This is an optimization exercise on Yosys and OpenROAD, whose aim is small area and a short achievable clock period, not a production implementation.
The RTL was checked by simulation tests, not by an equivalence proof against the original design.
Power is estimated from default activity; no workload was simulated. The clock port is modelled as an ideal driver; clocking choices that lean on that would not hold on a real chip.

<file path="flow/config.mk">
export PLATFORM = sky130hd
export DESIGN_NAME = spi_ram_ctrl
export DESIGN_NICKNAME = spi_ram_ctrl
export VERILOG_FILES = /design/flow/design.v
export SDC_FILE = /design/flow/constraint.sdc
export NUM_CORES = 4
export LEC_CHECK = 0
export CAP_MARGIN = 20
export CORE_MARGIN = 2
export CORE_UTILIZATION = 40
export SLEW_MARGIN = 20
</file>
<file path="flow/constraint.sdc">
create_clock -name core_clock -period 4.0 [get_ports {clk}]
set_input_delay 0.8000 -clock core_clock [delete_from_list [all_inputs] [get_ports {clk}]]
set_output_delay 0.8000 -clock core_clock [all_outputs]
set_load 0.01 [all_outputs]
</file>
<file path="flow/design.v">
`default_nettype none
module spi_ram_ctrl #(
  parameter int MEM_DEPTH = 256,
  parameter int ADDR_SIZE = 8
) (
  input  logic                 clk,
  input  logic                 rst_n,
  input  logic [ADDR_SIZE+1:0] din,
  input  logic                 rx_valid,
  output logic [ADDR_SIZE-1:0] dout,
  output logic                 tx_valid,
  output logic                 cmd_err
);
  localparam int                 c_IDX_W     = (MEM_DEPTH > 1) ? $clog2(MEM_DEPTH) : 1;
  localparam logic [ADDR_SIZE:0] c_DEPTH_EXT = (ADDR_SIZE+1)'(MEM_DEPTH);
  localparam logic [1:0]         c_WR_ADDR   = 2'b00;
  localparam logic [1:0]         c_WR_DATA   = 2'b01;
  localparam logic [1:0]         c_RD_ADDR   = 2'b10;
  localparam logic [1:0]         c_RD_DATA   = 2'b11;
  typedef enum logic [1:0] {
    RD_IDLE  = 2'd0,
    RD_ARMED = 2'd1,
    RD_TX    = 2'd2
  } rd_state_t;
  logic [ADDR_SIZE-1:0] mem [MEM_DEPTH];
  rd_state_t            rd_state_q;
  logic [ADDR_SIZE-1:0] wr_addr_q;
  logic [ADDR_SIZE-1:0] rd_addr_q;
  logic [ADDR_SIZE-1:0] dout_q;
  logic                 tx_valid_q;
  logic                 cmd_err_q;
  logic [1:0]           w_cmd;
  logic [ADDR_SIZE-1:0] w_payload;
  logic                 w_wr_in_range;
  logic                 w_rd_in_range;
  logic [ADDR_SIZE-1:0] w_wr_addr_d;
  logic [ADDR_SIZE-1:0] w_rd_addr_d;
  logic [ADDR_SIZE-1:0] w_rd_word;
  assign w_cmd     = din[ADDR_SIZE+1:ADDR_SIZE];
  assign w_payload = din[ADDR_SIZE-1:0];
  assign w_wr_in_range = ({1'b0, wr_addr_q} < c_DEPTH_EXT);
  assign w_rd_in_range = ({1'b0, rd_addr_q} < c_DEPTH_EXT);
  assign w_rd_word     = w_rd_in_range ? mem[rd_addr_q[c_IDX_W-1:0]] : '0;
  assign w_wr_addr_d = wr_addr_q + {{(ADDR_SIZE-1){1'b0}}, 1'b1};
  assign w_rd_addr_d = rd_addr_q + {{(ADDR_SIZE-1){1'b0}}, 1'b1};
  always_ff @(posedge clk) begin
    if (rst_n && rx_valid && (w_cmd == c_WR_DATA) && w_wr_in_range) begin
      mem[wr_addr_q[c_IDX_W-1:0]] <= w_payload;
    end
  end
  always_ff @(posedge clk) begin
    if (!rst_n) begin
      rd_state_q <= RD_IDLE;
      wr_addr_q  <= '0;
      rd_addr_q  <= '0;
      dout_q     <= '0;
      tx_valid_q <= 1'b0;
      cmd_err_q  <= 1'b0;
    end else if (rx_valid) begin
      tx_valid_q <= 1'b0;
      case (w_cmd)
        c_WR_ADDR: begin
          wr_addr_q <= w_payload;
          if (rd_state_q == RD_TX) rd_state_q <= RD_ARMED;
        end
        c_WR_DATA: begin
          if (!w_wr_in_range) cmd_err_q <= 1'b1;
          wr_addr_q <= w_wr_addr_d;
          if (rd_state_q == RD_TX) rd_state_q <= RD_ARMED;
        end
        c_RD_ADDR: begin
          rd_addr_q  <= w_payload;
          rd_state_q <= RD_ARMED;
        end
        default: begin
          tx_valid_q <= 1'b1;
          rd_addr_q  <= w_rd_addr_d;
          if (rd_state_q == RD_IDLE) begin
            dout_q    <= '0;
            cmd_err_q <= 1'b1;
          end else begin
            dout_q     <= w_rd_word;
            rd_state_q <= RD_TX;
            if (!w_rd_in_range) cmd_err_q <= 1'b1;
          end
        end
      endcase
    end
  end
  assign dout     = dout_q;
  assign tx_valid = tx_valid_q;
  assign cmd_err  = cmd_err_q;
endmodule
`default_nettype wire
</file>
<file path="flow/run.sh">
#!/bin/bash
# synth_recipe.tcl (not shown) runs the flow's synth.tcl, then flattens the netlist and writes it again
# the make line also repeats each setting of config.mk as NAME=value (left out here)
make -C /OpenROAD-flow-scripts/flow DESIGN_CONFIG=/design/flow/config.mk WORK_HOME=/design/flow/orfs CLKGATE_MAP_FILE= SYNTH_SCRIPT=/design/flow/synth_recipe.tcl finish
</file>
==> results of run 1 <==
[layer usage]
layer | global-route usage | up-vias
met5 | 0 | -
met4 | 0.0710 | 6
met3 | 0.0443 | 392
met2 | 0.334 | 2003
met1 | 0.307 | 22700
li1 | - | 17300
[path summary, 6_finish.rpt]
path	start	endpoint	slack [ps]	cells after the start
worst max-delay path	flip-flop	dout_q[1]	280	9
worst min register to register	rd_addr_q[7]	flip-flop	540	2
worst max register to register	flip-flop	dout_q[1]	280	9
worst min-delay path	rd_addr_q[7]	flip-flop	540	2
[state kept, by name, indices dropped and copies added, names as in the netlist, named ones only]
name        flops
rd_state_q      2
cmd_err_q       1
dout_q          8
mem          2048
rd_addr_q       8
tx_valid_q      1
wr_addr_q       8
[worst register-to-register path, cell delays in order, from the launching register on]
cell and delay (ps):
dfxtp_4 380, buf_12 200, buf_4 210, buf_12 380, mux4_2 620, nand2_1 100
nand3_1 250, a311oi_1 1120, nor3_1 140, a22o_1 230
[through the flow]
step | area (um^2) | total power, mW | std cells | hold slack [ps] | worst slack [ps]
after floorplan | 81200 | 25.8 | 3951 | 469 | 1190
after global placement | 87500 | 26.8 | 6880 | 513 | 289
after detailed placement | 87500 | 26.9 | 6880 | 518 | 284
after CTS | 94100 | 45.7 | 7266 | 535 | 262
after global routing | 94100 | 46.7 | 7266 | 564 | 211
final | 94100 | 45.4 | 7266 | 541 | 283
[placed cells by master, fill, tap and decap left out, types with 14 or more instances in the layout]
cell type / n
and3_1: 17
o221ai_1: 36
nand2_1: 150
a21oi_1: 59
a31oi_1: 17
dfxtp_1: 30
buf_12: 35
o21ai_0: 47
o22ai_1: 66
nor2_1: 302
nand3_1: 41
mux4_2: 483
nor3_1: 51
clkbuf_16: 213
a22oi_1: 20
clkbuf_1: 51
clkinv_2: 39
clkdlybuf4s50_1: 14
edfxtp_1: 2048
buf_4: 434
bufinv_16: 15
clkbuf_8: 15
nor2b_1: 16
mux2i_1: 166
clkinv_1: 49
[power by group]
group | switching (mW) | total [mW] | internal, mW
registers | 0.0394 | 24.0 | 24.0
clock network | 8.18 | 19.0 | 10.8
logic | 1.48 | 2.36 | 0.883
[area by class of cell]
cell class | count | area (um^2)
clock inverter | 115 | 982
sequential | 2084 | 62200
tap | 2672 | 3340
multi-input combinational | 1622 | 17600
inverter | 11 | 46.3
timing repair buffer | 491 | 4210
fill | 16800 | 108000
clock buffer | 271 | 5620
[logic make-up after synthesis]
group,after synthesis
DFF,2084
and+or+nand+nor,634
AOI/OAI and AO/OA,327
muxes,656
adders and majority gates,5
buffers and inverters,245
==> qor.txt, run 1 <==
Synthesized area per cell = 20.5 um^2
Synth Instances = 3951
Max Transition Viols Final = 0
Endpoint class of the critical path = flip-flop
Final Cycle Share = 0.929
CTS Buf Count = 210
Simple-gate area share of the yosys netlist = 0.0334
Synth top cells by count = edfxtp_1 (2048), mux4_2 (483), nor2_1 (304)
GR Overflow Total = 0
Met1 WL = 91800 um
Leakage = 29.4 nW
Routability cong. = 0.879
Area delta synth->final = 15.9%
Via/cell ratio = 5.83
ANT cells = 0
Most numerous cell in the Yosys netlist = edfxtp_1
HPWL after detailed placement = 141000 um
Vias in the first global route = 42200
Register area share after synthesis = 0.766
Placeable Area = 202000 um^2
Number of I/O pins = 23
Clk buf depth = 3
Crit-path max cell delay = 1120 ps
DRC errors left = 0
Largest delay contributor family on the critical path = compound AO/OA/AOI/OAI gates
Share of cells above drive strength 1 = 0.279
Mapped Area = 81200 um^2
Hold Violations, Final = 0
Final setup viols = 0
CTS Sinks = 2084
Site row count = 165
Most used DFF post-synth = edfxtp_1
Initial core utilization = 0.402
Crit path cell chain = buf_12 -> buf_4 -> buf_12 -> mux4_2 -> nand2_1 -> nand3_1 -> a311oi_1 -> nor3_1 -> a22o_1
Port Buffers = 22
WL met3 = 19200 um
Reg clk slew, reported paths = 60 ps
Clock Latency Late Sink = 840 ps
Wire per inst = 30.6 um
WS Path Type = reg2reg
Crit start category = flip-flop
Power density cells = 483 nW/um^2
Cts-stage hold buffer count = 0
CTS tree = done
Slew margin rel. = 0.125
Met2 routed WL = 104000 um
H-tree Lvls = 4
Setup TNS = 0 ps
Via count = 42400
Synth warn = 1
Minimum clock period = 3720 ps
RSZ-0062 raised after global routing = false
Highest Clock Rate = 269 MHz
# nets final = 4438
Initial DRC Count = 5426
Worst Skew = 32.9 ps
Total GRT Usage = 0.216
Most used cell, CP = buf_12
Highest metal layer with signal wires = met5
First-pass GRT wire length = 317000 um
Adder-cell share of the synthesized area = 0.000771
Clock root buffer = clkbuf_16
Die W = 455 um
Resized cells post-CTS = 0
Critical path's slowest cell = a311oi_1
WP data arrival = 4450 ps
Dominant cell type by area after synthesis = edfxtp_1
Share of flip-flops with an asynchronous set or reset = 0
Die area = 207000 um^2
Slew of the pin with the lowest slew margin = 1280 ps
Share of the synthesized area in the top cell type = 0.757
Synth Area in XOR/XNOR = 0
Synth Area in Compound Gates = 0.0272
Final core occ = 0.466
Synth cell types = 67
Antenna violations before repair = 11
Largest net degree at the start of global routing = 116
Flops & latches, synth = 2084
Die Span Y = 455 um
DRT antenna net count = 0
Post CTS Setup Buffer Count = 0
Fraction of synthesized area in multiplexers = 0.155
Post-synth EDFFs = 2048
Critical path peak fanout = 52
Max-Cap Viols = 0
CP Data Required Time = 4730 ps
Hold WC Path Type = reg2reg
Buf/Inv on CP = 3
Status = no timing/DRC/antenna violations
Synth top area cells = edfxtp_1 (76%), mux4_2 (13%), mux2i_1 (2.0%)
Routed WL = 222000 um
Drt first pass iters = 9
Largest family of logic cells by synthesized area = multiplexers
Maximum VDD drop = 0.429 mV
==> run 2, diff against run 1 <==
==> flow/design.v (replaced) <==
`default_nettype none
module srm_or8 (
  input  logic [7:0] row,
  input  logic [7:0] col,
  output logic       y
);
  assign y = |(row & col);
endmodule
module srm_or32 (
  input  logic [31:0] a,
  output logic        y
);
  assign y = |a;
endmodule
module srm_nor2 (
  input  logic a, b,
  output logic y
);
  assign y = ~(a | b);
endmodule
module srm_rd_bit (
  input  logic [255:0] row,
  input  logic [255:0] col,
  output logic         y
);
  logic [31:0] l1;
  for (genvar i = 0; i < 32; i++) begin : g_l1
    srm_or8 u (.row(row[8*i +: 8]), .col(col[8*i +: 8]), .y(l1[i]));
  end
  srm_or32 u_l2 (.a(l1), .y(y));
endmodule
module spi_ram_ctrl #(
  parameter int MEM_DEPTH = 256,
  parameter int ADDR_SIZE = 8
) (
  input  logic                 clk,
  input  logic                 rst_n,
  input  logic [ADDR_SIZE+1:0] din,
  input  logic                 rx_valid,
  output logic [ADDR_SIZE-1:0] dout,
  output logic                 tx_valid,
  output logic                 cmd_err
);
  logic [1:0] w_cmd;
  logic [7:0] w_payload;
  logic       w_wr_data;
  assign w_cmd     = din[9:8];
  assign w_payload = din[7:0];
  assign w_wr_data = rst_n & rx_valid & (w_cmd == 2'b01);
  logic [7:0] wr_addr_q;
  logic       armed_q;
  logic [7:0] dout_q;
  logic       tx_valid_q;
  logic       cmd_err_q;
  logic [2047:0] mem_q;
  logic [15:0]  w_wlo_n, w_whi_n;
  logic [255:0] w_wrow;
  always_comb begin
    for (int i = 0; i < 16; i++) begin
      w_wlo_n[i] = ~(wr_addr_q[3:0] == 4'(i));
      w_whi_n[i] = ~((wr_addr_q[7:4] == 4'(i)) & w_wr_data);
    end
  end
  for (genvar r = 0; r < 256; r++) begin : g_wrow
    srm_nor2 u (.a(w_whi_n[r/16]), .b(w_wlo_n[r%16]), .y(w_wrow[r]));
  end
  for (genvar r = 0; r < 256; r++) begin : g_row
    always_ff @(posedge clk) begin
      if (w_wrow[r]) mem_q[r*8 +: 8] <= w_payload;
    end
  end
  logic [15:0]  rlo_n_q, rhi_n_q;
  logic [15:0]  w_rlo_n, w_rhi_n;
  logic [255:0] w_rrow;
  logic [7:0]   w_rd_word;
  assign w_rlo_n = rlo_n_q;
  assign w_rhi_n = rhi_n_q;
  for (genvar r = 0; r < 256; r++) begin : g_rrow
    srm_nor2 u (.a(w_rhi_n[r/16]), .b(w_rlo_n[r%16]), .y(w_rrow[r]));
  end
  for (genvar b = 0; b < 8; b++) begin : g_rbit
    logic [255:0] w_col;
    for (genvar r = 0; r < 256; r++) begin : g_col
      assign w_col[r] = mem_q[r*8 + b];
    end
    srm_rd_bit u (.row(w_rrow), .col(w_col), .y(w_rd_word[b]));
  end
  always_ff @(posedge clk) begin
    if (!rst_n) begin
      rlo_n_q <= ~16'd1;
      rhi_n_q <= '1;
    end else if (rx_valid && w_cmd == 2'b10) begin
      for (int i = 0; i < 16; i++) begin
        rlo_n_q[i] <= ~(w_payload[3:0] == 4'(i));
        rhi_n_q[i] <= ~(w_payload[7:4] == 4'(i));
      end
    end else if (rx_valid && w_cmd == 2'b11) begin
      rlo_n_q <= {rlo_n_q[14:0], rlo_n_q[15]};
      if (!rlo_n_q[15]) rhi_n_q <= {rhi_n_q[14:0], rhi_n_q[15]};
    end
  end
  always_ff @(posedge clk) begin
    if (!rst_n) begin
      wr_addr_q  <= '0;
      armed_q    <= 1'b0;
      dout_q     <= '0;
      tx_valid_q <= 1'b0;
      cmd_err_q  <= 1'b0;
    end else if (rx_valid) begin
      tx_valid_q <= (w_cmd == 2'b11);
      case (w_cmd)
        2'b00: wr_addr_q <= w_payload;
        2'b01: wr_addr_q <= wr_addr_q + 8'd1;
        2'b10: begin
          armed_q   <= 1'b1;
        end
        default: begin
          dout_q    <= w_rd_word;
          if (!armed_q) cmd_err_q <= 1'b1;
        end
      endcase
    end
  end
  assign dout     = dout_q;
  assign tx_valid = tx_valid_q;
  assign cmd_err  = cmd_err_q;
endmodule
`default_nettype wire
--- a/flow/config.mk
+++ b/flow/config.mk
@@ -9,3 +9,8 @@
 export CORE_MARGIN = 2
-export CORE_UTILIZATION = 40
+export CORE_UTILIZATION = 60
+export CTS_CLUSTER_DIAMETER = 80
+export CTS_CLUSTER_SIZE = 25
+export SETUP_SLACK_MARGIN = 2.0
 export SLEW_MARGIN = 20
+export SYNTH_HIERARCHICAL = 1
+export SYNTH_MINIMUM_KEEP_SIZE = 0
==> run 2 against run 1 <==
Routed wire length is 0.94% lower. Final cell count is 11% lower. Synthesized cell count is 8.2% higher. Via count is 6.2% higher. Clock skew is 3.1 ps lower. Global-route usage is 12 points higher. Sequential power hardly changed. Non-clock buffer count is 72 lower. Die area is 37% lower. Power is 17% lower. Critical path type unchanged. Largest power group unchanged.
==> qor.txt, run 2 <==
Max Transition Viols Final = 0
Most common cell after layout, fill and taps aside = edfxtp_1
Initial DRC Count = 6847
Via/cell ratio = 6.96
Slew of the pin with the lowest slew margin = 1080 ps
RSZ-0062 raised after global routing = true
Power density cells = 428 nW/um^2
Synth Area in Compound Gates = 0.111
Most frequent cells in the layout = edfxtp_1 (2048), a22oi_1 (907), buf_4 (286)
Power, Total = 37.8 mW
Clk buf depth = 3
Final core occ = 0.702
Total GRT Usage = 0.338
Share of the synthesized area in the top cell type = 0.808
Final Cycle Share = 0.710
Final setup viols = 0
Port Buffers = 22
Synthesized area per cell = 17.8 um^2
Most numerous cell in the Yosys netlist = edfxtp_1
Worst Skew = 29.7 ps
Drt first pass iters = 6
Wire per inst = 34.1 um
Minimum clock period = 2840 ps
HPWL after detailed placement = 137000 um
Synth Instances = 4276
Number of I/O pins = 23
CP Data Required Time = 4570 ps
Dominant cell type by area after synthesis = edfxtp_1
Simple-gate area share of the yosys netlist = 0.0644
# nets final = 4784
Synth Area in XOR/XNOR = 0
Slew margin rel. = 0.276
Setup TNS = 0 ps
Share of flip-flops with an asynchronous set or reset = 0
Reg clk slew, reported paths = 100 ps
Clock Latency Late Sink = 730 ps
ANT cells = 0
Initial core utilization = 0.605
Via count = 45000
Routed WL = 220000 um
WP data arrival = 3420 ps
Hold Violations, Final = 0
Placeable Area = 126000 um^2
CTS Buf Count = 97
Area delta synth->final = 16.0%
Synth top area cells = edfxtp_1 (81%), a22oi_1 (10%), nor2_1 (2.7%)
Mapped Area = 76100 um^2
Fraction of synthesized area in multiplexers = 0.000132
Highest Clock Rate = 352 MHz
Antenna violations before repair = 3
First-pass GRT wire length = 311000 um
Die W = 360 um
Status = no timing/DRC/antenna violations
Fin Hold WS = 501 ps
Synth warn = 7
Die Span Y = 360 um
Post-synth EDFFs = 2048
Synth top cells by count = edfxtp_1 (2048), a22oi_1 (1025), nor2_1 (539)
Clock root buffer = clkbuf_16
Crit start category = flip-flop
Max-Cap Viols = 0
Hold WC Path Type = reg2reg
CTS Sinks = 2099
Synth cell types = 54
Critical path peak fanout = 8
Largest family of logic cells by synthesized area = compound AO/OA/AOI/OAI gates
DRC errors left = 0
Adder-cell share of the synthesized area = 0.000822
H-tree Lvls = 3
Maximum VDD drop = 0.444 mV
GR Overflow Total = 0
Die area = 130000 um^2
Max reg flops = 2048
Largest regs = mem_q (2048), rhi_n_q (16), rlo_n_q (16)
Leakage = 26.0 nW
Most used DFF post-synth = edfxtp_1
Largest net degree at the start of global routing = 112
Endpoint class of the critical path = flip-flop
Routability cong. = 0.951
CTS tree = done
DRT antenna net count = 0
Vias in the first global route = 43000
Register area share after synthesis = 0.822
Site row count = 130
Flops & latches, synth = 2099
WS Path Type = reg2reg
Share of cells above drive strength 1 = 0.225
[run 2: cell count changes after synthesis, moves of 42 or more]
cell / previous run / this run
a22oi_1: 20 / 1025
clkbuf_1: 110 / 14
mux2i_1: 166 / 1
mux4_2: 483 / 0
nand2_1: 152 / 51
nand4_1: 2 / 273
nor2_1: 304 / 539
nor3_1: 52 / 10
nor4_1: 10 / 63
o22ai_1: 66 / 14
[run 2: area by class of cell]
type                    instances  area (um^2)
inverters                       6         22.5
clock inverters                19          205
clock buffers                 127         2590
flip-flops and latches       2099        62700
well taps                    1650         2060
multi-input cells            2143        16300
repair buffers                419         4420
fillers                      8074        37400
[run 2: critical path, stage by stage (launching register included)]
cell and delay (ps):
dfxtp_4 460, buf_12 170, nor2_2 100, a22oi_1 190, nand4_1 300, nor4_4 370, buf_4 190, nand4_1 390
or2_1 370, nand2_1 60, a21oi_1 50
[run 2: power breakdown]
part           internal (mW)  leakage (nW)  switching [mW]
clock                   4.75          1.36            6.46
sequential              24.1          18.8          0.0854
combinational          0.716          5.76            1.67
total                   29.6          26.0            8.21
[run 2: cell families (layout without fill, tap and decap cells)]
family                     Yosys count  after routing
AOI/OAI and AO/OA                 1131           1131
adders and majority gates            5              5
buffers and inverters               34            571
and+or+nand+nor                   1006           1006
DFF                               2099           2099
muxes                                1              1
[run 2: path summary, 6_finish.rpt]
kind | slack (ps) | end | startpoint | depth (start not counted)
worst max-delay path | 1160 | dout_q[5] | rlo_n_q[15] | 10
worst min-delay path | 500 | dout_q[2] | dout_q[2] | 2
worst max register to register | 1160 | dout_q[5] | rlo_n_q[15] | 10
worst min register to register | 500 | dout_q[2] | dout_q[2] | 2
[run 2: routing by layer]
metal | up-vias | track usage | wire length (um)
met5 | - | 0 | 46
met4 | 6 | 0.137 | 11100
met3 | 499 | 0.0585 | 22500
met2 | 2591 | 0.525 | 103000
met1 | 22900 | 0.482 | 84200
li1 | 19000 | - | -
[run 2: metrics by stage]
| stage | instances | area (um^2) | worst slack, ps |
|---|---|---|---|
| after floorplan | 4276 | 76600 | 1410 |
| after global placement | 6177 | 81100 | 275 |
| after detailed placement | 6177 | 81100 | 200 |
| after CTS | 6429 | 87100 | 1300 |
| after global routing | 6463 | 88300 | 1140 |
| final | 6463 | 88300 | 1160 |
[run 2: what timing repair did]
action / 4_1_cts / 5_1_grt
hold buffers: 0 / 0
gates resized for setup: 550 / 225
setup buffers: 102 / 33
setup endpoints to repair: 2082 / 1478
gates cloned: 4 / 1
pin swaps: 126 / 105
[run 2: Yosys stat by module (local to each module, per instance), excerpt]
module | cells inside | flops+latches
srm_nor2 | 1 | 0
spi_ram_ctrl | 2396 | 2099
srm_or32 | 11 | 0
srm_or8 | 5 | 0
==> run 3, diff against run 2 <==
--- a/flow/design.v
+++ b/flow/design.v
@@ -1,5 +1,5 @@
 `default_nettype none
-module srm_or8 (
-  input  logic [7:0] row,
-  input  logic [7:0] col,
+module srm_or4 (
+  input  logic [3:0] row,
+  input  logic [3:0] col,
   output logic       y
@@ -7,8 +7,2 @@
   assign y = |(row & col);
-endmodule
-module srm_or32 (
-  input  logic [31:0] a,
-  output logic        y
-);
-  assign y = |a;
 endmodule
@@ -20,2 +14,8 @@
 endmodule
+module srm_nand2 (
+  input  logic a, b,
+  output logic y
+);
+  assign y = ~(a & b);
+endmodule
 module srm_rd_bit (
@@ -23,9 +23,27 @@
   input  logic [255:0] col,
-  output logic         y
+  output logic [1:0]   y_n
 );
-  logic [31:0] l1;
-  for (genvar i = 0; i < 32; i++) begin : g_l1
-    srm_or8 u (.row(row[8*i +: 8]), .col(col[8*i +: 8]), .y(l1[i]));
+  logic [63:0] l1;     
+  logic [31:0] l2_n;   
+  logic [15:0] l3;     
+  logic [7:0]  l4_n;   
+  logic [3:0]  l5;     
+  for (genvar i = 0; i < 64; i++) begin : g_l1
+    srm_or4 u (.row(row[4*i +: 4]), .col(col[4*i +: 4]), .y(l1[i]));
   end
-  srm_or32 u_l2 (.a(l1), .y(y));
+  for (genvar i = 0; i < 32; i++) begin : g_l2
+    srm_nor2 u (.a(l1[2*i]), .b(l1[2*i+1]), .y(l2_n[i]));
+  end
+  for (genvar i = 0; i < 16; i++) begin : g_l3
+    srm_nand2 u (.a(l2_n[2*i]), .b(l2_n[2*i+1]), .y(l3[i]));
+  end
+  for (genvar i = 0; i < 8; i++) begin : g_l4
+    srm_nor2 u (.a(l3[2*i]), .b(l3[2*i+1]), .y(l4_n[i]));
+  end
+  for (genvar i = 0; i < 4; i++) begin : g_l5
+    srm_nand2 u (.a(l4_n[2*i]), .b(l4_n[2*i+1]), .y(l5[i]));
+  end
+  for (genvar i = 0; i < 2; i++) begin : g_l6
+    srm_nor2 u (.a(l5[2*i]), .b(l5[2*i+1]), .y(y_n[i]));
+  end
 endmodule
@@ -82,2 +100,3 @@
     logic [255:0] w_col;
+    logic [1:0]   w_word_n;
     for (genvar r = 0; r < 256; r++) begin : g_col
@@ -85,3 +104,4 @@
     end
-    srm_rd_bit u (.row(w_rrow), .col(w_col), .y(w_rd_word[b]));
+    srm_rd_bit u (.row(w_rrow), .col(w_col), .y_n(w_word_n));
+    assign w_rd_word[b] = ~&w_word_n;
   end
==> flow/flow/run.sh (new file) <==
#!/bin/bash
# Own layout flow: the standard ORFS flow (standard.sh, unchanged
# synthesis, floorplan, power grid, tap cells, placement, CTS and routing),
# with two settings changed through the environment:
#  - the input and output ports are buffered with buf_4 rather than the
#    delay-type buffer that buffer_ports picks by default;
#  - the pre-placement timing repair in floorplan is replaced by a plain
#    removal of synthesis buffers (timing is repaired after placement and
#    after CTS as usual).
# Each ORFS step writes its full log under orfs/logs/; make's own output is
# kept in make_finish.log in the work folder.
set -euo pipefail
export BUFFER_PORTS_ARGS="-buffer_cell sky130_fd_sc_hd__buf_4"
export REMOVE_ABC_BUFFERS=1
bash standard.sh finish > make_finish.log 2>&1
==> flow/standard.sh (new file) <==
#!/bin/bash
# synth_recipe.tcl (not shown) runs the flow's synth.tcl, then flattens the netlist and writes it again
# the make line also repeats each setting of config.mk as NAME=value (left out here)
make -C /OpenROAD-flow-scripts/flow DESIGN_CONFIG=/design/flow/config.mk WORK_HOME=/design/flow/orfs CLKGATE_MAP_FILE= SYNTH_SCRIPT=/design/flow/synth_recipe.tcl "${@:-finish}"
removed: flow/run.sh
==> run 3 against run 2 <==
Maximum frequency rose by 32%. Via count rose by 2.9%. Critical path depth is the same. Worst setup slack better by 690 ps. Non-clock buffer count fell by 108. Global-route usage shrank 1.9 points. Clock skew is 0.67 ps lower. Die area grew 2.0%. Routed wire length down 4.0%. Design area up 2.6%. Area after synthesis grew 2.0%. Critical endpoint is now dout_q[1]. Largest cell class unchanged. Largest power group unchanged.
==> qor.txt, run 3 <==
GR Overflow Total = 0
Die W = 364 um
Routed WL = 211000 um
Synth Instances = 4938
Clk buf depth = 3
Sw Ratio = 0.220
Buf/Inv on CP = 1
Wire per inst = 29.9 um
Placed Instance Area = 81200 um^2
Flops & latches, synth = 2099
Clock Latency Late Sink = 740 ps
Hold Violations, Final = 0
Mapped Area = 77600 um^2
# nets final = 5332
Dominant cell type by area after synthesis = edfxtp_1
Via/cell ratio = 6.54
Setup ws final = 1850 ps
CTS Buf Count = 96
Number of I/O pins = 23
Final setup viols = 0
Placeable Area = 128000 um^2
Port Buffers = 22
Largest net degree at the start of global routing = 110
RSZ-0062 raised after global routing = true
Most used DFF post-synth = edfxtp_1
Most numerous cell in the Yosys netlist = edfxtp_1
Leakage = 28.9 nW
Final instance area = 90500 um^2
Crit start category = flip-flop
Share of flip-flops with an asynchronous set or reset = 0
Die Span Y = 364 um
Synth cell types = 51
Comb power frac = 0.067
Synth warn = 7
Max reg flops = 2048
Clock root buffer = clkbuf_16
WS Path Type = reg2reg
Setup TNS = 0 ps
Initial core utilization = 0.606
Crit path cell chain = buf_12 -> nor2_2 -> a22oi_1 -> nand2_2 -> nor2_2 -> nand2_2 -> nor2_4 -> nand2_2 -> nor2_4 -> a311oi_1
Highest Clock Rate = 465 MHz
Reg power frac = 0.641
Share of cells above drive strength 1 = 0.252
CTS tree = done
Minimum clock period = 2150 ps
Power density cells = 417 nW/um^2
Synth top area cells = edfxtp_1 (79%), a22oi_1 (9.9%), nor2_1 (4.3%)
Max Transition Viols Final = 0
Die area = 132000 um^2
Status = no timing/DRC/antenna violations
Total GRT Usage = 0.319
Vias in the first global route = 44300
Largest regs = mem_q (2048), rhi_n_q (16), rlo_n_q (16)
Most used cell, CP = nand2_2
WP data arrival = 2730 ps
CTS Sinks = 2099
Synth top cells by count = edfxtp_1 (2048), a22oi_1 (1024), nor2_1 (880)
Site row count = 131
Max-Cap Viols = 0
Share of the synthesized area in the top cell type = 0.792
Initial DRC Count = 5958
Final core occ = 0.707
Endpoint class of the critical path = flip-flop
Critical path's slowest cell = dfxtp_4
First-pass GRT wire length = 300000 um
Register area share after synthesis = 0.805
Largest delay contributor family on the critical path = simple AND/OR/NAND/NOR gates
Inst Count DP = 6789
Via count = 46300
Drt first pass iters = 6
DRT antenna net count = 0
Worst Skew = 29.1 ps
P_sw = 8.30 mW
DRC errors left = 0
Slew margin rel. = 0.375
Fill cells = 8368
Area delta synth->final = 16.6%
Synthesized area per cell = 15.7 um^2
Pint = 29.5 mW
Crit-path max cell delay = 450 ps
Post-Layout Cell Count = 7083
Post-Place Worst Slack = 64.5 ps
Reg clk slew, reported paths = 100 ps
HPWL after detailed placement = 130000 um
H-tree Lvls = 3
CP Data Required Time = 4580 ps
Slew of the pin with the lowest slew margin = 937 ps
Post-synth EDFFs = 2048
Hold WC Path Type = in2reg
Most common cell after layout, fill and taps aside = edfxtp_1
Maximum VDD drop = 0.378 mV
Most frequent cells in the layout = edfxtp_1 (2048), a22oi_1 (906), nand2_1 (618)
Critical path peak fanout = 8
Final Cycle Share = 0.537
Routability cong. = 0.903
Clock share of power = 0.292
Antenna violations before repair = 3
run 3: what timing repair did:
action / CTS / global route
pin swaps: 62 / 90
hold buffers: 0 / 0
setup endpoints to repair: 2050 / 1597
gates cloned: 2 / 2
gates resized for setup: 1053 / 371
setup buffers: 93 / 59
run 3: power groups by stage:
stage,registers [mW],logic (mW),clock network [mW]
floorplan,24.7,0.590,0
global placement,24.8,1.76,0
detailed placement,24.8,1.77,0
CTS,24.2,2.26,11.2
global route,24.2,2.61,11.9
finish,24.2,2.53,11.1
run 3: per-layer routing:
metal | track usage | share of wire | vias to the layer above
met5 | 0 | 0.00012 | -
met4 | 0.122 | 0.040 | 4
met1 | 0.462 | 0.40 | 23500
met3 | 0.0472 | 0.093 | 350
met2 | 0.497 | 0.47 | 2247
li1 | - | - | 20100
run 3: cell type report:
class	count	area, um^2	share of cell area
sequential	2099	62700	0.692
timing repair buffer	311	3570	0.0394
antenna	2	5.00	0.0000553
tap	1729	2160	0.0239
inverter	9	33.8	0.000373
clock inverter	11	136	0.00151
multi-input combinational	2797	19400	0.214
clock buffer	125	2570	0.0284
run 3: logic make-up (layout without fill, tap and decap cells):
| kind of cell | after synthesis | after routing | synth area share |
|---|---|---|---|
| buffers and inverters | 42 | 456 | 0.00266 |
| and+or+nand+nor | 1657 | 1657 | 0.0828 |
| muxes | 1 | 1 | 0.000129 |
| adders and majority gates | 5 | 5 | 0.000806 |
| other | 0 | 2 | 0 |
| DFF | 2099 | 2099 | 0.805 |
| AOI/OAI and AO/OA | 1134 | 1134 | 0.108 |
run 3: Yosys stat by module, one instance, submodules excluded, a selection:
module | flops+latches | cell area (um^2) | cells | times used
spi_ram_ctrl | 2099 | 64200 | 2394 | 1
srm_nand2 | 0 | 3.75 | 1 | 160
srm_nor2 | 0 | 3.75 | 1 | 848
srm_or4 | 0 | 18.8 | 3 | 512
run 3: final timing paths:
kind               startpoint    endpoint  slack, ps  cells after the start
setup reg to reg  rlo_n_q[12]   dout_q[1]       1850                     10
setup / recovery  rlo_n_q[12]   dout_q[1]       1850                     10
hold reg to reg       armed_q     armed_q        470                      2
hold / removal          rst_n  rhi_n_q[6]        330                      2
run 3: through the flow:
stage | total power [mW] | hold slack [ps]
2_1_floorplan | 25.3 | 432
3_3_place_gp | 26.5 | 443
3_5_place_dp | 26.6 | 453
4_1_cts | 37.7 | 288
5_1_grt | 38.7 | 317
6_report | 37.8 | 325
==> run 4, diff against run 3 <==
--- a/flow/design.v
+++ b/flow/design.v
@@ -89,10 +89,11 @@
   end
-  logic [15:0]  rlo_n_q, rhi_n_q;
-  logic [15:0]  w_rlo_n, w_rhi_n;
+  logic [15:0]  rlo_n_q, rlo2_n_q, rhi_n_q;
   logic [255:0] w_rrow;
   logic [7:0]   w_rd_word;
-  assign w_rlo_n = rlo_n_q;
-  assign w_rhi_n = rhi_n_q;
   for (genvar r = 0; r < 256; r++) begin : g_rrow
-    srm_nor2 u (.a(w_rhi_n[r/16]), .b(w_rlo_n[r%16]), .y(w_rrow[r]));
+    if (r < 128) begin : g_a
+      srm_nor2 u (.a(rhi_n_q[r/16]), .b(rlo_n_q[r%16]), .y(w_rrow[r]));
+    end else begin : g_b
+      srm_nor2 u (.a(rhi_n_q[r/16]), .b(rlo2_n_q[r%16]), .y(w_rrow[r]));
+    end
   end
@@ -109,11 +110,14 @@
     if (!rst_n) begin
-      rlo_n_q <= ~16'd1;
-      rhi_n_q <= '1;
+      rlo_n_q  <= ~16'd1;
+      rlo2_n_q <= ~16'd1;
+      rhi_n_q  <= '1;
     end else if (rx_valid && w_cmd == 2'b10) begin
       for (int i = 0; i < 16; i++) begin
-        rlo_n_q[i] <= ~(w_payload[3:0] == 4'(i));
-        rhi_n_q[i] <= ~(w_payload[7:4] == 4'(i));
+        rlo_n_q[i]  <= ~(w_payload[3:0] == 4'(i));
+        rlo2_n_q[i] <= ~(w_payload[3:0] == 4'(i));
+        rhi_n_q[i]  <= ~(w_payload[7:4] == 4'(i));
       end
     end else if (rx_valid && w_cmd == 2'b11) begin
-      rlo_n_q <= {rlo_n_q[14:0], rlo_n_q[15]};
+      rlo_n_q  <= {rlo_n_q[14:0], rlo_n_q[15]};
+      rlo2_n_q <= {rlo2_n_q[14:0], rlo2_n_q[15]};
       if (!rlo_n_q[15]) rhi_n_q <= {rhi_n_q[14:0], rhi_n_q[15]};
==> run 4 against run 3 <==
Still clean on timing, DRC and antenna. Utilization shrank 0.75 points. Register-to-register slack is essentially flat. Worst hold slack gained 120 ps. First-iteration DRC count grew 15%. Sequential share of layout area grew 0.36 points. Power grew 1.9%. Critical path type unchanged. Highest routed layer unchanged.
==> qor.txt, run 4 <==
WS Path Type = reg2reg
Maximum VDD drop = 0.423 mV
Setup ws final = 1860 ps
Share of flip-flops with an asynchronous set or reset = 0
Die Span Y = 365 um
DRT antenna net count = 0
Max reg flops = 2048
Wire per inst = 30.1 um
Synth top cells by count = edfxtp_1 (2048), a22oi_1 (1024), nor2_1 (878)
Post-synth EDFFs = 2048
Synth cell types = 56
WP data arrival = 2730 ps
Final setup viols = 0
Placed Instance Area = 82400 um^2
Reg clk slew, reported paths = 100 ps
Slew margin rel. = 0.414
Via count = 47200
CTS Buf Count = 101
Initial DRC Count = 6828
Antenna violations before repair = 7
Clock share of power = 0.303
CP Data Required Time = 4590 ps
Most numerous cell in the Yosys netlist = edfxtp_1
H-tree Lvls = 3
Slew of the pin with the lowest slew margin = 878 ps
Buf/Inv on CP = 2
Site row count = 132
Minimum clock period = 2140 ps
Initial core utilization = 0.605
RSZ-0062 raised after global routing = true
Drt first pass iters = 6
RR Endpoint = dout_q[0]
Most common cell after layout, fill and taps aside = edfxtp_1
Share of cells above drive strength 1 = 0.215
Status = no timing/DRC/antenna violations
Largest net degree at the start of global routing = 112
# nets final = 5473
Crit start category = flip-flop
Largest delay contributor family on the critical path = simple AND/OR/NAND/NOR gates
Clk buf depth = 3
Total GRT Usage = 0.324
Die area = 133000 um^2
Most used DFF post-synth = edfxtp_1
Hold Violations, Final = 0
Dominant cell type by area after synthesis = edfxtp_1
Hold EP = mem_q[1219]
Power density cells = 425 nW/um^2
Max-Cap Viols = 0
Routed WL = 218000 um
Crit path cell chain = buf_6 -> buf_4 -> nor2_4 -> a22oi_1 -> nand2_1 -> nor2_1 -> nand2_1 -> nor2_2 -> nand2_1 -> nor2_2 -> a311oi_1
Most used cell, CP = nand2_1
Routability cong. = 0.896
GR Overflow Total = 0
Share of the synthesized area in the top cell type = 0.785
Fraction of synthesized area in multiplexers = 0.000128
Mapped Area = 78300 um^2
Post-Place Worst Slack = 788 ps
Placeable Area = 129000 um^2
Hold WC Path Type = in2reg
Flops & latches, synth = 2115
Vias in the first global route = 44800
Crit-path max cell delay = 380 ps
Setup TNS = 0 ps
HPWL after detailed placement = 132000 um
Synth top area cells = edfxtp_1 (79%), a22oi_1 (9.8%), nor2_1 (4.2%)
Die W = 365 um
Worst Skew = 30.8 ps
Endpoint class of the critical path = flip-flop
Sw Ratio = 0.223
Port Buffers = 22
CTS tree = done
Critical path peak fanout = 8
Clock root buffer = clkbuf_16
Highest Clock Rate = 468 MHz
Area delta synth->final = 15.7%
First-pass GRT wire length = 308000 um
Synth Area in Compound Gates = 0.110
Number of I/O pins = 23
Largest family of logic cells by synthesized area = compound AO/OA/AOI/OAI gates
DRC errors left = 0
Synth Instances = 5013
HP Start = din[3]
Cts-stage hold buffer count = 0
Power, Total = 38.5 mW
P_sw = 8.57 mW
Final instance area = 90600 um^2
Register-to-register path setup slack = 1860 ps
Critical path's slowest cell = dfxtp_4
Hold path cells = 1
Max Transition Viols Final = 0
Via/cell ratio = 6.51
Synth Area in XOR/XNOR = 0
Worst r2r src = rlo2_n_q[8]
Simple-gate area share of the yosys netlist = 0.0832
Clock Latency Late Sink = 750 ps
Reg power frac = 0.634
Synthesized area per cell = 15.6 um^2
Comb power frac = 0.063
Pint = 29.9 mW
Leakage = 29.5 nW
Register area share after synthesis = 0.802
Adder-cell share of the synthesized area = 0.000799
Reg2reg path depth = 11
Final Cycle Share = 0.534
Most frequent cells in the layout = edfxtp_1 (2048), a22oi_1 (976), nand2_1 (658)
Synth warn = 7
CTS Sinks = 2115
[run 4: metal layers]
layer | track usage | vias up | routed length, um
li1 | - | 20600 | -
met1 | 0.482 | 23900 | 87600
met2 | 0.503 | 2439 | 102000
met3 | 0.0529 | 285 | 21700
met4 | 0.0926 | 6 | 6430
met5 | 0 | - | 38
[run 4: worst max-delay path by stage]
stage,start,to,cells after the start
5_1_grt,rlo_n_q[9],dout_q[1],9
4_1_cts,rhi_n_q[9],dout_q[0],10
3_5_place_dp,din[8],mem_q[2027],6
6_report,rlo2_n_q[8],dout_q[0],11
3_3_place_gp,din[8],mem_q[1969],6
2_1_floorplan,rst_n,mem_q[1664],4
[run 4: logic make-up (layout without fill, tap and decap cells)]
family	Yosys count	count (layout)
fa+ha+maj	5	5
other cells	0	1
mux	1	1
flops	2115	2115
compound gates	1175	1175
simple gates	1665	1665
buf+inv	52	540
[run 4: layout make-up]
cell class	count	area (um^2)
Sequential cell	2115	63100
Fill cell	8778	38900
Multi-Input combinational cell	2846	18200
Timing Repair Buffer	382	4180
Clock buffer	119	2680
Tap cell	1742	2180
Clock inverter	30	288
Inverter	9	37.5
Antenna cell	1	2.50
[run 4: metrics by stage]
step	instances	hold WS [ps]	utilization
6_report	7244	450	0.700
5_1_grt	7244	429	0.700
4_1_cts	7217	410	0.692
3_5_place_dp	6955	472	0.637
3_3_place_gp	6955	458	0.637
2_1_floorplan	4970	432	-
[run 4: what timing repair did]
| item | CTS | global route |
|---|---|---|
| buffers inserted | 110 | 24 |
| pin swaps | 49 | 13 |
| setup endpoints to repair | 2054 | 1810 |
| gates cloned | 3 | 2 |
| resized for setup | 867 | 187 |
[run 4: modules after synthesis (local to each module, per instance), a selection]
module	area [um^2]	times used	flip-flops and latches	cells
spi_ram_ctrl	64900	1	2115	2469
srm_nand2	3.75	160	0	1
srm_nor2	3.75	848	0	1
srm_or4	18.8	512	0	3
[run 4: power by group through the flow]
| stage | Combinational, mW | Clock [mW] | Sequential [mW] |
|---|---|---|---|
| after CTS | 2.31 | 11.8 | 24.4 |
| after detailed placement | 1.80 | 0 | 25.0 |
| final | 2.44 | 11.7 | 24.4 |
| after global routing | 2.52 | 12.5 | 24.4 |
| after global placement | 1.78 | 0 | 25.0 |
| after floorplan | 0.615 | 0 | 24.9 |
==> run 5, diff against run 4 <==
==> flow/flow/run.sh (replaced) <==
#!/bin/bash
# Own layout flow: the standard ORFS flow (standard.sh, unchanged
# synthesis, floorplan, power grid, tap cells, placement, CTS and routing),
# with three settings changed through the environment:
#  - the input and output ports are buffered with buf_4 rather than the
#    delay-type buffer that buffer_ports picks by default;
#  - the pre-placement timing repair in floorplan is replaced by a plain
#    removal of synthesis buffers (timing is repaired after placement and
#    after CTS as usual);
set -euo pipefail
export BUFFER_PORTS_ARGS="-buffer_cell sky130_fd_sc_hd__buf_4"
export REMOVE_ABC_BUFFERS=1
export CTS_ARGS="-sink_clustering_enable -repair_clock_nets -sink_clustering_size 25 -sink_clustering_max_diameter 80 -dont_use_dummy_load"
bash standard.sh finish > make_finish.log 2>&1
--- a/flow/config.mk
+++ b/flow/config.mk
@@ -16 +16,2 @@
 export SYNTH_MINIMUM_KEEP_SIZE = 0
+export TNS_END_PERCENT = 5
==> run 5 against run 4 <==
Still clean. Non-clock buffer count up 1. Routed wire length fell by 1.0%. Clock skew is 13 ps higher. Worst hold slack worse by 4.8 ps. Global-route usage fell by 0.35 points. Via count decreased by 0.74%. Area after synthesis unchanged. Power decreased by 2.3%. Largest power group unchanged.
==> qor.txt, run 5 <==
Mapped Area = 78300 um^2
Via/cell ratio = 6.50
Site row count = 132
Die W = 365 um
Synth warn = 7
WP data arrival = 2610 ps
Final core occ = 0.691
Die Span Y = 365 um
Setup crit end = mem_q[43]
Wire per inst = 30.0 um
Setup TNS = 0 ps
Reg2reg path depth = 6
Highest metal layer with signal wires = met4
Synth top area cells = edfxtp_1 (79%), a22oi_1 (9.8%), nor2_1 (4.2%)
Dominant cell type by area after synthesis = edfxtp_1
Most frequent cells in the layout = edfxtp_1 (2048), a22oi_1 (982), nand2_1 (664)
CTS Sinks = 2115
GR Overflow Total = 0
Share of cells above drive strength 1 = 0.204
Port Buffers = 22
RSZ-0062 raised after global routing = true
Clock Latency Late Sink = 750 ps
Highest Clock Rate = 466 MHz
Initial core utilization = 0.605
Via count = 46800
DRT antenna net count = 0
Total GRT Usage = 0.321
Setup ws final = 1850 ps
Minimum clock period = 2150 ps
Fill cells = 8938
Storage cell area = 63000 um^2
# nets final = 5474
Maximum VDD drop = 0.421 mV
Power, Total = 37.6 mW
Drt first pass iters = 8
Register-to-register path setup slack = 1850 ps
CTS tree = done
Critical path peak fanout = 9
Crit start category = flip-flop
Worst Setup SP = wr_addr_q[1]
ANT cells = 0
Routed WL = 216000 um
Register area share after synthesis = 0.802
Hold Violations, Final = 0
Power density cells = 421 nW/um^2
Reg clk slew, reported paths = 100 ps
DRC errors left = 0
Met2 routed WL = 102000 um
Area delta synth->final = 14.2%
Initial DRC Count = 6457
Die area = 133000 um^2
Share of the synthesized area in the top cell type = 0.785
Number of I/O pins = 23
Routability cong. = 0.896
Most common cell after layout, fill and taps aside = edfxtp_1
Most used DFF post-synth = edfxtp_1
Endpoint class of the critical path = flip-flop
Synth Instances = 5013
Slew of the pin with the lowest slew margin = 892 ps
Synthesized area per cell = 15.6 um^2
Share of flip-flops with an asynchronous set or reset = 0
Hold WC Path Type = in2reg
H-tree Lvls = 3
Post-synth EDFFs = 2048
Flops & latches, synth = 2115
Met1 WL = 86800 um
Max Transition Viols Final = 0
Antenna violations before repair = 3
First-pass GRT wire length = 305000 um
Status = no timing/DRC/antenna violations
Clk buf depth = 3
Largest net degree at the start of global routing = 112
Placeable Area = 129000 um^2
HPWL after detailed placement = 132000 um
Clock root buffer = clkbuf_16
CP Data Required Time = 4460 ps
RR Endpoint = mem_q[43]
Leakage = 29.2 nW
Worst r2r src = wr_addr_q[1]
Max-Cap Viols = 0
Max reg flops = 2048
Synth top cells by count = edfxtp_1 (2048), a22oi_1 (1024), nor2_1 (878)
Area of the multi-input gates = 17800 um^2
Final Cycle Share = 0.537
Post-Place Worst Slack = 788 ps
Slew margin rel. = 0.406
WL met3 = 21300 um
WS Path Type = reg2reg
Final setup viols = 0
Vias in the first global route = 44500
CTS Buf Count = 101
Most numerous cell in the Yosys netlist = edfxtp_1
Worst Skew = 44.0 ps
Synth cell types = 56
==> run 5: changes by cell type in the layout (fill, tap and decap cells not counted), moves of 10 or more <==
cell      change
buf_4        +38
buf_6        -11
clkbuf_1     -14
nor2_1       +26
nor2_4       -39
nor2_2       +13
buf_12       -19
dfxtp_4      -10
==> run 5: report_power, final <==
group / switching, mW / internal (mW)
Clock: 6.33 / 4.50
Sequential: 0.148 / 24.3
Combinational: 1.71 / 0.653
==> run 5: worst min-delay path by stage <==
stage          cells past startpoint     from           to
4_1_cts                            1   din[3]  mem_q[1219]
2_1_floorplan                      2  armed_q      armed_q
6_report                           1   din[3]  mem_q[1219]
3_3_place_gp                       2  armed_q      armed_q
3_5_place_dp                       2  armed_q      armed_q
5_1_grt                            1   din[3]  mem_q[1219]
==> run 5: routing by layer <==
metal,global-route usage,vias to the layer above
li1,-,20500
met1,0.477,23600
met2,0.500,2406
met3,0.0510,290
met4,0.0888,0
met5,0,-
==> run 5: worst max-delay path, cell delays in order (launching register included) <==
cell and delay [ps]:
dfxtp_2 470, inv_1 160, ha_4 240, nand2_4 270, buf_4 450, nor2_1 90
buf_4 190
==> run 5: cells by family after synthesis <==
logic type,after synthesis,share of synthesized area
and+or+nand+nor,1665,0.0832
buffers and inverters,52,0.00334
DFF,2115,0.802
muxes,1,0.000128
AOI/OAI and AO/OA,1175,0.110
adders and majority gates,5,0.000799
==> run 5: layout make-up <==
| cell class | count | area share |
|---|---|---|
| Timing Repair Buffer | 383 | 0.0428 |
| Multi-Input combinational cell | 2846 | 0.199 |
| Inverter | 9 | 0.000420 |
| Sequential cell | 2115 | 0.705 |
| Clock buffer | 101 | 0.0283 |
| Tap cell | 1742 | 0.0244 |
==> run 5: repair_timing <==
item                       4_1_cts  5_1_grt
pin swaps                       37        9
buffers inserted                91       47
gates resized for setup        743      165
setup endpoints to repair     2057     1978
hold buffers                     0        0
cloned                           1        1
==> run 5: Yosys stat by module, one instance, submodules excluded, excerpt <==
module | cell area (um^2) | times used | flops+latches | cells inside
srm_or4 | 18.8 | 512 | 0 | 3
srm_nor2 | 3.75 | 848 | 0 | 1
spi_ram_ctrl | 64900 | 1 | 2115 | 2469
srm_nand2 | 3.75 | 160 | 0 | 1
==> run 5: per-stage QoR <==
| step | instances | instance area [um^2] | hold WS (ps) |
|---|---|---|---|
| final | 7196 | 89400 | 445 |
| after floorplan | 4970 | 78100 | 432 |
| after CTS | 7148 | 88300 | 410 |
| after detailed placement | 6955 | 82400 | 472 |
| after global placement | 6955 | 82400 | 458 |
| after global routing | 7196 | 89400 | 428 |
==> run 6, diff against run 5 <==
--- a/flow/config.mk
+++ b/flow/config.mk
@@ -12,3 +12,3 @@
 export CTS_CLUSTER_SIZE = 25
-export SETUP_SLACK_MARGIN = 2.0
+export SETUP_SLACK_MARGIN = 2.1
 export SLEW_MARGIN = 20
==> run 6 against run 5 <==
Design area grew 1.3%. First-iteration DRC count grew 4.0%. Area after synthesis is the same. Utilization grew 0.87 points. Maximum frequency grew 1.6%. Die area is the same. Critical path type unchanged.
==> qor.txt, run 6 <==
Die Span Y = 365 um
Die area = 133000 um^2
WP data arrival = 2690 ps
Worst Skew = 43.3 ps
Crit path cell chain = buf_12 -> nor2_2 -> a22oi_1 -> nand2_1 -> nor2_2 -> nand2_1 -> nor2_2 -> nand2_2 -> nor2_4 -> a311oi_1
Via/cell ratio = 6.53
Critical path's slowest cell = dfxtp_1
DRT antenna net count = 0
First-pass GRT wire length = 305000 um
RR Endpoint = dout_q[0]
Mapped Area = 78300 um^2
Crit start category = flip-flop
Hold path cells = 1
Drt first pass iters = 6
Most used cell, CP = nor2_2
Clock Latency Late Sink = 750 ps
DRC errors left = 0
WS Path Type = reg2reg
CP Data Required Time = 4570 ps
Routability cong. = 0.896
HP Start = din[3]
Largest net degree at the start of global routing = 112
Leakage = 29.5 nW
Port Buffers = 22
Critical path peak fanout = 18
Maximum VDD drop = 0.423 mV
ANT cells = 0
Share of the synthesized area in the top cell type = 0.785
Max Transition Viols Final = 0
Worst r2r src = rhi_n_q[2]
Hold Violations, Final = 0
Clk buf depth = 3
Synth cell types = 56
Placed Instance Area = 82400 um^2
Max-Cap Viols = 0
Max reg flops = 2048
Setup ws final = 1890 ps
Placeable Area = 129000 um^2
GR Overflow Total = 0
Minimum clock period = 2110 ps
Hold WC Path Type = in2reg
Synth top area cells = edfxtp_1 (79%), a22oi_1 (9.8%), nor2_1 (4.2%)
Buf/Inv on CP = 1
Final instance area = 90600 um^2
Most used DFF post-synth = edfxtp_1
Reg2reg path depth = 10
Total GRT Usage = 0.321
Clock root buffer = clkbuf_16
HPWL after detailed placement = 132000 um
H-tree Lvls = 3
Slew margin rel. = 0.411
CTS Buf Count = 101
Area delta synth->final = 15.6%
Via count = 47100
Post-synth EDFFs = 2048
Site row count = 132
Initial DRC Count = 6713
Dominant cell type by area after synthesis = edfxtp_1
Final Cycle Share = 0.528
Hold EP = mem_q[1219]
Final setup viols = 0
Setup TNS = 0 ps
Endpoint class of the critical path = flip-flop
Area of the multi-input gates = 18400 um^2
Synth Instances = 5013
Initial core utilization = 0.605
Power, Total = 37.7 mW
Slew of the pin with the lowest slew margin = 884 ps
Most frequent cells in the layout = edfxtp_1 (2048), a22oi_1 (930), nand2_1 (652)
Most common cell after layout, fill and taps aside = edfxtp_1
Crit-path max cell delay = 360 ps
Share of cells above drive strength 1 = 0.228
Routed WL = 218000 um
Storage cell area = 63100 um^2
# nets final = 5498
Synth warn = 7
Die W = 365 um
RSZ-0062 raised after global routing = true
Register-to-register path setup slack = 1890 ps
Vias in the first global route = 44600
Power density cells = 417 nW/um^2
Number of I/O pins = 23
Register area share after synthesis = 0.802
Flops & latches, synth = 2115
Synthesized area per cell = 15.6 um^2
Post-Place Worst Slack = 788 ps
CTS tree = done
Status = no timing/DRC/antenna violations
Synth top cells by count = edfxtp_1 (2048), a22oi_1 (1024), nor2_1 (878)
Share of flip-flops with an asynchronous set or reset = 0
Highest Clock Rate = 473 MHz
Most numerous cell in the Yosys netlist = edfxtp_1
Reg clk slew, reported paths = 90 ps
Fin Hold WS = 440 ps
Fill cells = 8814
Wire per inst = 30.2 um
CTS Sinks = 2115
Largest delay contributor family on the critical path = simple AND/OR/NAND/NOR gates
Antenna violations before repair = 3
## run 6: cell count changes in the layout (fill, tap and decap cells not counted), sizes merged
cell and change:
buf +18, clkbuf +4, bufbuf +2
## run 6: how the worst max path moves through the flow
stage	slack, ps	to	startpoint	cells past startpoint
5_1_grt	1840	dout_q[1]	rhi_n_q[9]	10
3_5_place_dp	790	mem_q[2027]	din[8]	6
2_1_floorplan	1540	mem_q[1664]	rst_n	4
3_3_place_gp	850	mem_q[1969]	din[8]	6
6_report	1890	dout_q[0]	rhi_n_q[2]	10
4_1_cts	1910	dout[6]	dout_q[6]	1
## run 6: cell families (layout without fill, tap and decap cells)
kind of cell / count (synthesis) / in the layout / share of synthesized area
and+or+nand+nor: 1665 / 1665 / 0.0832
muxes: 1 / 1 / 0.000128
adders and majority gates: 5 / 5 / 0.000799
AOI/OAI and AO/OA: 1175 / 1175 / 0.110
DFF: 2115 / 2115 / 0.802
buffers and inverters: 52 / 517 / 0.00334
## run 6: report_power, final
group          internal, mW  switching, mW
Clock                  4.50           6.34
Combinational         0.707           1.77
Sequential             24.3          0.137
Total                  29.5           8.25
## run 6: routing by layer
layer / share of wire / up-vias / GRT usage
met5: 0.000032 / - / 0
met4: 0.029 / 2 / 0.0909
met3: 0.098 / 317 / 0.0462
met2: 0.47 / 2381 / 0.499
met1: 0.40 / 23800 / 0.480
li1: - / 20600 / -
## run 6: timing repair
item,in CTS,in global routing
hold buffers,0,0
gates cloned,3,5
setup buffers,91,65
pin swaps,41,38
resized for setup,770,330
setup endpoints to repair,2096,2046
## run 6: stage by stage
step                      utilization  cells
after floorplan                     -   4970
after global placement          0.637   6955
after detailed placement        0.637   6955
after CTS                       0.684   7150
after global routing            0.699   7220
final                           0.699   7220
## run 6: per-module statistics from Yosys, one instance, submodules excluded, a selection
module        flops+latches  times used  cell area, um^2  cells inside
srm_nand2                 0         160             3.75             1
srm_or4                   0         512             18.8             3
spi_ram_ctrl           2115           1            64900          2469
srm_nor2                  0         848             3.75             1
## run 6: worst reg2reg max path: stages, from the launching register on
cell and delay (ps):
dfxtp_1 360, buf_12 200, nor2_2 180, a22oi_1 210, nand2_1 130, nor2_2 140
nand2_1 120, nor2_2 190, nand2_2 160, nor2_4 190, a311oi_1 100
## run 6: area by class of cell
type,instances,area share
Clock buffer,101,0.0279
Multi-Input combinational cell,2846,0.204
Timing Repair Buffer,407,0.0477
Sequential cell,2115,0.696
Tap cell,1742,0.0241
Inverter,9,0.000415
==> run 7, diff against run 6 <==
--- a/flow/config.mk
+++ b/flow/config.mk
@@ -12,3 +12,3 @@
 export CTS_CLUSTER_SIZE = 25
-export SETUP_SLACK_MARGIN = 2.1
+export SETUP_SLACK_MARGIN = 2.2
 export SLEW_MARGIN = 20
==> run 7 against run 6 <==
Still clean on timing, DRC and antenna. Design area up 1.2%. Die area did not move. Non-clock buffer count up 51. Final cell count rose by 0.73%. Register-to-register slack got worse by 30 ps. Sequential power hardly changed. Via count up 0.95%. Synthesized cell count is the same. Critical path type is now in2reg.
==> qor.txt, run 7 <==
Reg clk slew, reported paths = 90 ps
Wire per inst = 30.3 um
Pint = 29.5 mW
Slew margin rel. = 0.403
DRT antenna net count = 0
Most common cell after layout, fill and taps aside = edfxtp_1
WS Path Type = in2reg
Mapped Area = 78300 um^2
Critical path peak fanout = 28
Synth top area cells = edfxtp_1 (79%), a22oi_1 (9.8%), nor2_1 (4.2%)
Most frequent cells in the layout = edfxtp_1 (2048), a22oi_1 (887), nand2_1 (642)
RR Endpoint = mem_q[1682]
Final setup viols = 0
CTS Sinks = 2115
Status = no timing/DRC/antenna violations
Buf/Inv on CP = 4
DRC errors left = 0
Initial core utilization = 0.605
Reg2reg path depth = 6
Total GRT Usage = 0.321
Share of flip-flops with an asynchronous set or reset = 0
Clock Latency Late Sink = 750 ps
Area delta synth->final = 17.0%
CTS tree = done
Hold WC Path Type = in2reg
Final Cycle Share = 0.539
Hold EP = mem_q[1219]
Share of cells above drive strength 1 = 0.251
Number of I/O pins = 23
CTS Buf Count = 101
Die area = 133000 um^2
Critical path's slowest cell = nor4_4
Endpoint class of the critical path = flip-flop
HP Start = din[3]
Power density cells = 413 nW/um^2
Largest delay contributor family on the critical path = simple AND/OR/NAND/NOR gates
HPWL after detailed placement = 132000 um
GR Overflow Total = 0
Post-synth EDFFs = 2048
Synth warn = 7
P_sw = 8.30 mW
RSZ-0062 raised after global routing = true
Max reg flops = 2048
Clock share of power = 0.287
Flops & latches, synth = 2115
Most used DFF post-synth = edfxtp_1
Crit path cell chain = buf_8 -> nand2_4 -> nor4_4 -> buf_4 -> nand3_1 -> buf_4 -> nor2_2 -> buf_4
Hold path cells = 1
Crit-path max cell delay = 380 ps
Routed WL = 221000 um
Synth top cells by count = edfxtp_1 (2048), a22oi_1 (1024), nor2_1 (878)
Via count = 47600
H-tree Lvls = 3
Placed Instance Area = 82400 um^2
Max Transition Viols Final = 0
Reg power frac = 0.645
Clk buf depth = 3
Drt first pass iters = 9
Most used cell, CP = buf_4
Synth cell types = 56
Largest net degree at the start of global routing = 112
Fill cells = 8657
Synthesized area per cell = 15.6 um^2
Minimum clock period = 2150 ps
Comb power frac = 0.068
Slew of the pin with the lowest slew margin = 895 ps
Final instance area = 91700 um^2
Crit start category = input pin
Most numerous cell in the Yosys netlist = edfxtp_1
Sw Ratio = 0.220
Vias in the first global route = 44700
CP Data Required Time = 4450 ps
Initial DRC Count = 6659
Die W = 365 um
Worst r2r src = wr_addr_q[5]
Dominant cell type by area after synthesis = edfxtp_1
Synth Instances = 5013
Max-Cap Viols = 0
Clock root buffer = clkbuf_16
Routability cong. = 0.896
Setup TNS = 0 ps
Register-to-register path setup slack = 1860 ps
Maximum VDD drop = 0.422 mV
Placeable Area = 129000 um^2
Worst Skew = 45.6 ps
# nets final = 5550
Power, Total = 37.8 mW
Antenna violations before repair = 0
Final core occ = 0.708
Hold Violations, Final = 0
Die Span Y = 365 um
Site row count = 132
Share of the synthesized area in the top cell type = 0.785
WP data arrival = 2610 ps
First-pass GRT wire length = 305000 um
Port Buffers = 22
Highest Clock Rate = 464 MHz
Register area share after synthesis = 0.802
Leakage = 29.9 nW
Via/cell ratio = 6.54
[run 7: repair_timing]
item                        CTS  global route
cloned                        3             8
setup endpoints to repair  2096          2081
resized for setup           785           459
setup buffers               102           103
hold buffers                  0             0
pin swaps                    45            56
[run 7: metal layers]
layer  up-vias  part of all wire  GRT usage
met4         0             0.030     0.0899
met1     24100              0.40      0.477
met5         -                 0          0
met2      2450              0.47      0.500
li1      20700                 -          -
met3       323              0.10     0.0509
[run 7: through the flow]
step,setup WS (ps),cells,hold slack (ps)
5_1_grt,1850,7272,428
6_report,1850,7273,442
2_1_floorplan,1540,4970,432
3_5_place_dp,788,6955,472
4_1_cts,1910,7161,410
3_3_place_gp,846,6955,458
[run 7: cell type report]
class,count,area (um^2),share of cell area
multi-input cells,2846,18900,0.206
flip-flops and latches,2115,63100,0.688
repair inverters,1,5.00,0.0000546
repair buffers,458,4930,0.0537
diodes,1,2.50,0.0000273
inverters,9,40.0,0.000437
well taps,1742,2180,0.0238
clock buffers,101,2530,0.0276
[run 7: worst max path at each step]
stage / cells past startpoint / endpoint / startpoint / slack (ps)
global route: 10 / dout_q[0] / rhi_n_q[11] / 1850
global placement: 6 / mem_q[1969] / din[8] / 850
CTS: 1 / dout[6] / dout_q[6] / 1910
floorplan: 4 / mem_q[1664] / rst_n / 1540
finish: 8 / mem_q[1682] / din[8] / 1850
detailed placement: 6 / mem_q[2027] / din[8] / 790
[run 7: cells by family (layout without fill, tap and decap cells)]
group,Yosys count,count (layout),synth area share
flip-flops,2115,2115,0.802
AND/OR/NAND/NOR,1665,1665,0.0832
AO/OA/AOI/OAI,1175,1175,0.110
buffers and inverters,52,569,0.00334
adder cells (fa/ha/maj),5,5,0.000799
multiplexers,1,1,0.000128
other,0,1,0
[run 7: power by group through the flow]
stage | Sequential [mW] | Combinational, mW | Clock [mW]
4_1_cts | 24.4 | 2.23 | 11.0
5_1_grt | 24.4 | 2.64 | 11.7
2_1_floorplan | 24.9 | 0.615 | 0
3_5_place_dp | 25.0 | 1.80 | 0
6_report | 24.4 | 2.56 | 10.8
3_3_place_gp | 25.0 | 1.78 | 0
[run 7: modules after synthesis, one instance, submodules excluded, excerpt]
module	copies in the design	cell area [um^2]
spi_ram_ctrl	1	64900
srm_or4	512	18.8
srm_nand2	160	3.75
srm_nor2	848	3.75
==> run 8, diff against run 7 <==
--- a/flow/flow/run.sh
+++ b/flow/flow/run.sh
@@ -12,3 +12,3 @@
 export REMOVE_ABC_BUFFERS=1
-export CTS_ARGS="-sink_clustering_enable -repair_clock_nets -sink_clustering_size 25 -sink_clustering_max_diameter 80 -dont_use_dummy_load"
+export CTS_ARGS="-sink_clustering_enable -repair_clock_nets -sink_clustering_size 30 -sink_clustering_max_diameter 90 -dont_use_dummy_load"
 bash standard.sh finish > make_finish.log 2>&1
--- a/flow/config.mk
+++ b/flow/config.mk
@@ -10,4 +10,4 @@
 export CORE_UTILIZATION = 60
-export CTS_CLUSTER_DIAMETER = 80
-export CTS_CLUSTER_SIZE = 25
+export CTS_CLUSTER_DIAMETER = 90
+export CTS_CLUSTER_SIZE = 30
 export SETUP_SLACK_MARGIN = 2.2
==> run 8 against run 7 <==
Area after synthesis is the same. Largest power group unchanged. Maximum frequency grew 4.1%. Critical endpoint is now dout_q[3]. Via count shrank 0.38%.
==> qor.txt, run 8 <==
Slew of the pin with the lowest slew margin = 894 ps
Max Transition Viols Final = 0
Minimum clock period = 2070 ps
Share of flip-flops with an asynchronous set or reset = 0
Final instance area = 91600 um^2
Die W = 365 um
Synth top cells by count = edfxtp_1 (2048), a22oi_1 (1024), nor2_1 (878)
Clk buf depth = 3
CTS Sinks = 2115
Inst Count DP = 6955
Fin Hold WS = 454 ps
Hold Violations, Final = 0
CTS tree = done
Post-synth EDFFs = 2048
Number of I/O pins = 23
Leakage = 29.6 nW
Endpoint class of the critical path = flip-flop
Share of cells above drive strength 1 = 0.259
Crit path cell chain = buf_4 -> buf_12 -> nor2_4 -> a22oi_1 -> nand2_1 -> nor2_1 -> nand2_1 -> nor2_4 -> nand2_4 -> nor2_4 -> a311oi_1
Via/cell ratio = 6.55
Site row count = 132
Dominant cell type by area after synthesis = edfxtp_1
Total GRT Usage = 0.326
Most frequent cells in the layout = edfxtp_1 (2048), a22oi_1 (867), nand2_1 (625)
Crit-path max cell delay = 470 ps
Most numerous cell in the Yosys netlist = edfxtp_1
Final setup viols = 0
Setup TNS = 0 ps
Antenna violations before repair = 2
Synth cell types = 56
H-tree Lvls = 3
Largest net degree at the start of global routing = 112
Maximum VDD drop = 0.374 mV
Die area = 133000 um^2
Clock root buffer = clkbuf_16
Reg clk slew, reported paths = 110 ps
DRC errors left = 0
Routed WL = 221000 um
Highest Clock Rate = 483 MHz
DRT antenna net count = 0
WS Path Type = reg2reg
Most common cell after layout, fill and taps aside = edfxtp_1
Port Buffers = 22
Flops & latches, synth = 2115
Routability cong. = 0.896
Status = no timing/DRC/antenna violations
Worst Skew = 42.8 ps
Post-Layout Cell Count = 7231
Critical path peak fanout = 8
Most used cell, CP = nor2_4
Initial core utilization = 0.605
Final Cycle Share = 0.517
Vias in the first global route = 45000
Most used DFF post-synth = edfxtp_1
Max reg flops = 2048
Placeable Area = 129000 um^2
Wire per inst = 30.5 um
# nets final = 5508
Initial DRC Count = 6762
Critical path's slowest cell = dfxtp_4
Slew margin rel. = 0.404
Max-Cap Viols = 0
Power density cells = 403 nW/um^2
Cts-stage hold buffer count = 0
First-pass GRT wire length = 309000 um
Share of the synthesized area in the top cell type = 0.785
Mapped Area = 78300 um^2
Area delta synth->final = 16.9%
Crit start category = flip-flop
CP Data Required Time = 4590 ps
==> run 8: cell counts after synthesis <==
No cell type changed its count.
==> run 8: path summary, 6_finish.rpt <==
check / start / to / slack, ps / depth (start not counted)
setup / recovery: rhi_n_q[3] / dout_q[3] / 1930 / 11
hold / removal: din[3] / mem_q[1219] / 450 / 1
setup reg to reg: rhi_n_q[3] / dout_q[3] / 1930 / 11
hold reg to reg: armed_q / armed_q / 500 / 2
==> run 8: stage by stage <==
stage	util	power, mW	setup WS, ps
2_1_floorplan	-	25.5	1540
3_3_place_gp	0.637	26.8	846
3_5_place_dp	0.637	26.8	788
4_1_cts	0.691	36.7	1930
5_1_grt	0.707	37.7	1900
6_report	0.707	36.9	1930
==> run 8: cell families (layout without fill, tap and decap cells) <==
logic type,count (synthesis),after routing,share of synthesized area
AO/OA/AOI/OAI,1175,1175,0.110
adder cells (fa/ha/maj),5,5,0.000799
buffers and inverters,52,526,0.00334
flip-flops,2115,2115,0.802
multiplexers,1,1,0.000128
other,0,1,0
AND/OR/NAND/NOR,1665,1666,0.0832
==> run 8: timing repair <==
| item | 4_1_cts | 5_1_grt |
|---|---|---|
| resized for setup | 983 | 406 |
| endpoints found under the setup margin | 2096 | 2089 |
| gates cloned | 12 | 2 |
| endpoints found under the hold margin | 0 | 0 |
| buffers inserted | 132 | 49 |
| pin swaps | 79 | 82 |
==> run 8: modules after synthesis (local to each module, per instance), excerpt <==
| module | cells inside | area [um^2] | flops+latches | times used |
|---|---|---|---|---|
| spi_ram_ctrl | 2469 | 64900 | 2115 | 1 |
| srm_nand2 | 1 | 3.75 | 0 | 160 |
| srm_nor2 | 1 | 3.75 | 0 | 848 |
| srm_or4 | 3 | 18.8 | 0 | 512 |
==> run 8: layout make-up <==
type                       count  area (um^2)
timing repair buffer         436         4790
antenna                        1         2.50
inverter                       9         40.0
clock buffer                  80         2000
timing repair inverter         1         5.00
fill                        8648        37900
multi-input combinational   2847        19500
tap                         1742         2180
sequential                  2115        63100
==> run 8: where the power goes <==
part | internal [mW] | total, mW | switching (mW)
Clock | 3.63 | 9.79 | 6.16
Sequential | 24.3 | 24.4 | 0.123
Combinational | 0.794 | 2.68 | 1.89
==> run 8: per-layer routing <==
layer | vias to the layer above | share of wire | global-route usage
met2 | 2398 | 0.47 | 0.506
li1 | 20600 | - | -
met4 | 0 | 0.032 | 0.102
met3 | 318 | 0.098 | 0.0530
met1 | 24100 | 0.40 | 0.481
met5 | - | 0 | 0
==> run 8: worst max-delay path: cells and delay by family, from the launching register on <==
kind	cells	cell delay (ps)
AND/OR/NAND/NOR	7	880
flip-flops	1	470
buffers and inverters	2	290
AO/OA/AOI/OAI	2	270

Re-timed with assumed drivers on the ports (clkbuf_16 on the clock, buf_2 on other inputs), run 8 has 1.873 ns of setup slack against 1.930 ns with ideal ports, and 1.116 ns once port delays also move by the mid clock arrival of 0.786 ns.
